Background: an optimization exercise with open tools, aiming at small area. Do not read the settings as production practice. At most, simulation tests tie the RTL to the original design; equivalence was not proved. No driver is modelled on the clock port, so clock power and skew are understated where the tree is cut down; a real chip needs a root buffer or a tree. Power is estimated from default activity; no workload was simulated.

==> module mul_div_unit, before the edit <==
module mul_div_unit (
  input  logic        clk,
  input  logic        rst,
  input  logic        start,
  input  logic [2:0]  funct3,
  input  logic [31:0] operand_a,
  input  logic [31:0] operand_b,
  input  logic [4:0]  rd_in,
  input  logic        flush,
  output logic        busy,
  output logic        done,
  output logic [31:0] result,
  output logic [4:0]  rd_out
);
  logic [65:0] w_q;
  logic [32:0] b_q;
  logic        m_q;       
  logic        t_q;       
  logic [4:0]  rd_q;
  logic [2:0]  c_q;       
  logic [5:0]  k_q;       
  logic        dly_q;     
  logic        cy_q;      
  logic        sgn_q;     
  logic        negf_q;    
  logic        bneg_q;    
  logic        pb_q;      
  logic        yp_q;      
  logic        idl_q, act_q;
  logic c0, c2, c3, c5, lo;
  assign c0 = ~c_q[2] & ~c_q[0];
  assign c2 =  c_q[1] & ~c_q[0];
  assign c3 =  c_q[2] &  c_q[0];
  assign c5 = ~c_q[1] &  c_q[0];
  assign lo = ~c_q[0];                         
  assign sgn_q = ~c_q[0] ? ~w_q[44] : (c_q[2] ? ~w_q[33] : (c_q[1] ? w_q[22] : ~w_q[11]));
  logic p_pre, p_z, p_h1, p_main, p_post, p_f, p_g, p_hz, last_k;
  assign p_pre  =  k_q[5] &  k_q[4];
  assign p_z    =  p_pre & ~k_q[0];
  assign p_h1   =  p_pre &  k_q[0];
  assign p_main = ~k_q[5];
  assign p_post =  k_q[5] & ~k_q[4];
  assign p_f    =  p_post & ~k_q[1] & ~k_q[0];
  assign p_g    =  p_post & ~k_q[1] &  k_q[0];
  assign p_hz   =  p_post &  k_q[1];
  assign last_k =  p_main & (k_q[4:0] == 5'd31);
  logic is_mul, is_div, is_rem, mul_hi;
  assign is_mul = m_q;
  assign is_div = ~m_q & ~t_q;
  assign is_rem = ~m_q &  t_q;
  assign mul_hi =  m_q &  t_q;
  logic half, last_c;
  assign half   = (p_h1 & is_mul) | p_hz;
  assign last_c = half ? c2 : c5;
  logic accept;
  assign accept = start & ~flush & idl_q;
  logic        neg_comb, neg_g, g_eff;
  logic        xz, xinv, yen, ysub, cin, prop3, cin0, cin3;
  logic [10:0] xd, yd, sd;
  logic        cout;
  assign neg_comb = negf_q & (w_q[31] | ~is_div);
  assign neg_g    = c0 ? neg_comb : negf_q;
  assign g_eff    = c0 ? w_q[65] : (c_q[1] ? w_q[43] : w_q[54]);
  always_comb begin
    xz   = 1'b0;
    xinv = 1'b0;
    yen  = 1'b0;
    ysub = bneg_q;
    cin0 = 1'b0;
    cin3 = 1'b0;
    if (p_z) begin
      xz   = ~lo;
      xinv = lo & (negf_q ^ (c_q[2] & ~c_q[1]));
      cin0 = negf_q;
    end else if (p_main) begin
      if (is_mul) begin
        yen  = lo & g_eff;
        ysub = bneg_q;
        cin0 = g_eff & bneg_q;
      end else begin
        yen  = ~lo;
        ysub = ~(sgn_q ^ bneg_q);
        cin3 = ~(sgn_q ^ bneg_q);
      end
    end else if (p_f) begin
      xz   = lo & is_rem;
      yen  = ~lo & sgn_q & ~is_mul;
      ysub = bneg_q;
      cin3 = sgn_q & bneg_q & ~is_mul;
    end else if (p_g) begin
      xinv = neg_g;                                             
      cin0 = neg_g;
    end
  end
  assign prop3 = (p_main & is_mul) | p_g;
  assign cin   = c0 ? cin0 : ((c3 & ~prop3) ? cin3 : cy_q);
  assign xd    = xz ? 11'd0 : (w_q[10:0] ^ {11{~xinv}});
  assign yd    = yen ? (b_q[10:0] ^ {11{yp_q}}) : 11'd0;
  logic [11:0] cc;
  assign cc[0] = cin;
  for (genvar i = 0; i < 11; i++) begin : g_fa
    assign sd[i]   = xd[i] ^ yd[i] ^ cc[i];
    assign cc[i+1] = (xd[i] & yd[i]) | (xd[i] & cc[i]) | (yd[i] & cc[i]);
  end
  assign cout = cc[11];
  logic        lmode, bot;
  logic [10:0] wd;
  assign lmode = (p_z & ~is_mul)
               | (p_main & ~(~is_mul & last_k & ~lo))
               | (p_f & lo & is_div)
               | (p_g & ~(m_q & ~t_q));
  assign bot   = c0 ? ~(dly_q | (p_main & is_mul)) : dly_q;
  assign wd    = lmode ? {sd[9:0], bot} : sd;
  logic finish;
  assign finish = last_c & ((p_g & t_q) | p_hz);    
  always_ff @(posedge clk or posedge rst) begin
    if (rst) begin
      idl_q <= 1'b1;
      act_q <= 1'b0;
      done  <= 1'b0;
    end else if (flush) begin
      idl_q <= 1'b1;
      act_q <= 1'b0;
      done  <= 1'b0;
    end else begin
      idl_q <= idl_q ? ~accept : finish;
      act_q <= idl_q ?  accept : ~finish;
      done  <= finish & act_q;
    end
  end
  assign busy = act_q;
  logic bext_in, aneg_in;
  assign bext_in = operand_b[31] & (funct3[2] ? ~funct3[0] : (funct3[1:0] == 2'b01));
  assign aneg_in = operand_a[31] & (funct3[2] ? ~funct3[0] : (funct3[1] ^ funct3[0]));
  always_ff @(posedge clk) begin
    cy_q  <= cout;
    dly_q <= sd[10];
    w_q[32:22] <= ~(({11{act_q}} | operand_a[31:21]) & ({11{idl_q}} | w_q[43:33]));
    w_q[21:11] <= ~(({11{act_q}} | operand_a[20:10]) & ({11{idl_q}} | w_q[32:22]));
    w_q[10:0]  <= ~(({11{act_q}} | {operand_a[9:0], 1'b0}) & ({11{idl_q}} | w_q[21:11]));
    b_q        <= ~(({33{act_q}} | {bext_in, operand_b}) & ({33{idl_q}} | {b_q[10:0], b_q[32:11]}));
    pb_q       <= ~pb_q | idl_q;
    yp_q       <= ysub ^ (~pb_q | idl_q);
    if (idl_q) begin
      m_q    <= ~funct3[2];
      t_q    <= funct3[2] ? funct3[1] : (funct3[1] | funct3[0]);
      rd_q   <= rd_in;
      negf_q <= aneg_in;
      bneg_q <= bext_in;
      c_q    <= 3'd0;
      k_q    <= mdu_pkg::K_START;
    end else begin
      c_q <= (half & c2) ? 3'd0 : {~c_q[0], c_q[2], c_q[1]};
      if (last_c) k_q <= k_q + 6'd1;
      if (p_z & c5) negf_q <= negf_q ^ (bneg_q & ~is_rem);
      if (p_g & c0) negf_q <= neg_comb;
    end
    w_q[65:33] <= {wd, w_q[65:44]};
  end
  assign result = w_q[65:34];
  assign rd_out = rd_q;
endmodule
Settings: LEC_CHECK=0, CAP_MARGIN=20, CORE_MARGIN=2, CORE_UTILIZATION=40, SLEW_MARGIN=20; clock period 10.0 ns.
standard.sh (not shown) runs the stock make flow with config.mk's settings and CLKGATE_MAP_FILE= SYNTH_SCRIPT=/design/flow/synth_recipe.tcl, a recipe that flattens the netlist after the stock synthesis.
==> flow/flow/run.sh <==
#!/bin/bash
# Own layout flow: the standard flow (standard.sh: unchanged synthesis
# and steps) with two changes:
#  - port buffers use the smallest buffer cell (every port still gets one)
#  - the clock tree is hand-built (flow/cts_tree.tcl, run as ORFS's
#    PRE_CTS_TCL hook) instead of TritonCTS: the clock port feeds 4 leaf
#    clock buffers, each driving a quarter of the registers; ORFS's cts step
#    still legalizes it and repairs timing afterwards.
# Each tool's full output is kept in the ORFS logs under orfs/logs and the
# make output in flow_make.log.
set -euo pipefail
HERE=$(cd "$(dirname "$0")" && pwd)
export BUFFER_PORTS_ARGS="-buffer_cell sky130_fd_sc_hd__buf_1"
export PRE_CTS_TCL="$HERE/cts_tree.tcl"
export CTS_NLEAF_X=2
export CTS_NLEAF_Y=2
export CTS_LEAF_BUF=sky130_fd_sc_hd__clkbuf_16
export CTS_ROOT_BUF=none
bash standard.sh > flow_make.log 2>&1
Other scripts of this flow, unchanged in this note and not shown: flow/flow/cts_tree.tcl
==> next run, changes <==
--- a/flow/design.v
+++ b/flow/design.v
@@ -71,44 +71,38 @@
   logic        xz, xinv, yen, ysub, cin, prop3, cin0, cin3;
   logic [10:0] xd, yd, sd;
   logic        cout;
   assign neg_comb = negf_q & (w_q[31] | ~is_div);
   assign neg_g    = c0 ? neg_comb : negf_q;
   assign g_eff    = c0 ? w_q[65] : (c_q[1] ? w_q[43] : w_q[54]);
+  logic divy;
+  assign divy = ~is_mul & (p_main | (p_f & sgn_q));
+  assign ysub = is_mul ? bneg_q : ~(sgn_q ^ bneg_q);
   always_comb begin
     xz   = 1'b0;
     xinv = 1'b0;
     yen  = 1'b0;
-    ysub = bneg_q;
     cin0 = 1'b0;
     cin3 = 1'b0;
     if (p_z) begin
       xz   = ~lo;
       xinv = lo & (negf_q ^ (c_q[2] & ~c_q[1]));
       cin0 = negf_q;
-    end else if (p_main) begin
-      if (is_mul) begin
-        yen  = lo & g_eff;
-        ysub = bneg_q;
-        cin0 = g_eff & bneg_q;
-      end else begin
-        yen  = ~lo;
-        ysub = ~(sgn_q ^ bneg_q);
-        cin3 = ~(sgn_q ^ bneg_q);
-      end
-    end else if (p_f) begin
-      xz   = lo & is_rem;
-      yen  = ~lo & sgn_q & ~is_mul;
-      ysub = bneg_q;
-      cin3 = sgn_q & bneg_q & ~is_mul;
+    end else if (p_main & is_mul) begin
+      yen  = lo & g_eff;
+      cin0 = g_eff & bneg_q;
+    end else if (divy) begin
+      yen  = ~lo;
+      cin3 = ysub;
     end else if (p_g) begin
-      xinv = neg_g;                                             
-      cin0 = neg_g;
+      xinv = neg_g & ~(is_rem & lo);                            
+      cin0 = neg_g & ~is_rem;
+      cin3 = neg_g & is_rem;
     end
   end
-  assign prop3 = (p_main & is_mul) | p_g;
+  assign prop3 = (p_main & is_mul) | (p_g & ~is_rem);
   assign cin   = c0 ? cin0 : ((c3 & ~prop3) ? cin3 : cy_q);
   assign xd    = xz ? 11'd0 : (w_q[10:0] ^ {11{~xinv}});
   assign yd    = yen ? (b_q[10:0] ^ {11{yp_q}}) : 11'd0;
   logic [11:0] cc;
   assign cc[0] = cin;
   for (genvar i = 0; i < 11; i++) begin : g_fa
@@ -117,13 +111,13 @@
   end
   assign cout = cc[11];
   logic        lmode, bot;
   logic [10:0] wd;
   assign lmode = (p_z & ~is_mul)
                | (p_main & ~(~is_mul & last_k & ~lo))
-               | (p_f & lo & is_div)
+               | (p_f & lo & ~is_mul)
                | (p_g & ~(m_q & ~t_q));
   assign bot   = c0 ? ~(dly_q | (p_main & is_mul)) : dly_q;
   assign wd    = lmode ? {sd[9:0], bot} : sd;
   logic finish;
   assign finish = last_c & ((p_g & t_q) | p_hz);    
   always_ff @(posedge clk or posedge rst) begin
Final area went down slightly.
Total power came out higher by roughly a tenth.
Register-to-register slack is worse by 430 ps.
Wire length decreases by a few percent.
Worst hold slack stays flat.
Die area went down by a few percent.
Synthesized area fell by a few percent.
For the first run of this note, only the layout was checked, not whether the RTL still works. In every run of this note, the design's own scripts or RTL, not TritonCTS, make the clock network.

[afterwards: timing with drivers on the ports]
The results above use ideal ports. As a check the final layouts listed here were re-extracted and re-timed, cells and wires unchanged. Step 1 assumes that a clkbuf_16 drives the clock port and a buf_2 every other input. Step 2 moves the port delays by t, midway between the first and last clock arrival at a register: inputs arrive t later, outputs are due t later. That takes back most of the time a late clock gives input paths. Three values: no drivers, after step 1, after step 2; two values: the first two.
run	t, ns	setup slack, ns	worst hold slack (ns)	pins driven straight from the clock port
the first run	0.251	3.297 / 3.297 / 3.297	0.358 / 0.358 / 0.358	4
the second run	0.241	2.863 / 2.863 / 2.863	0.356 / 0.356 / 0.356	4
After both steps setup and hold are still met in every run listed.
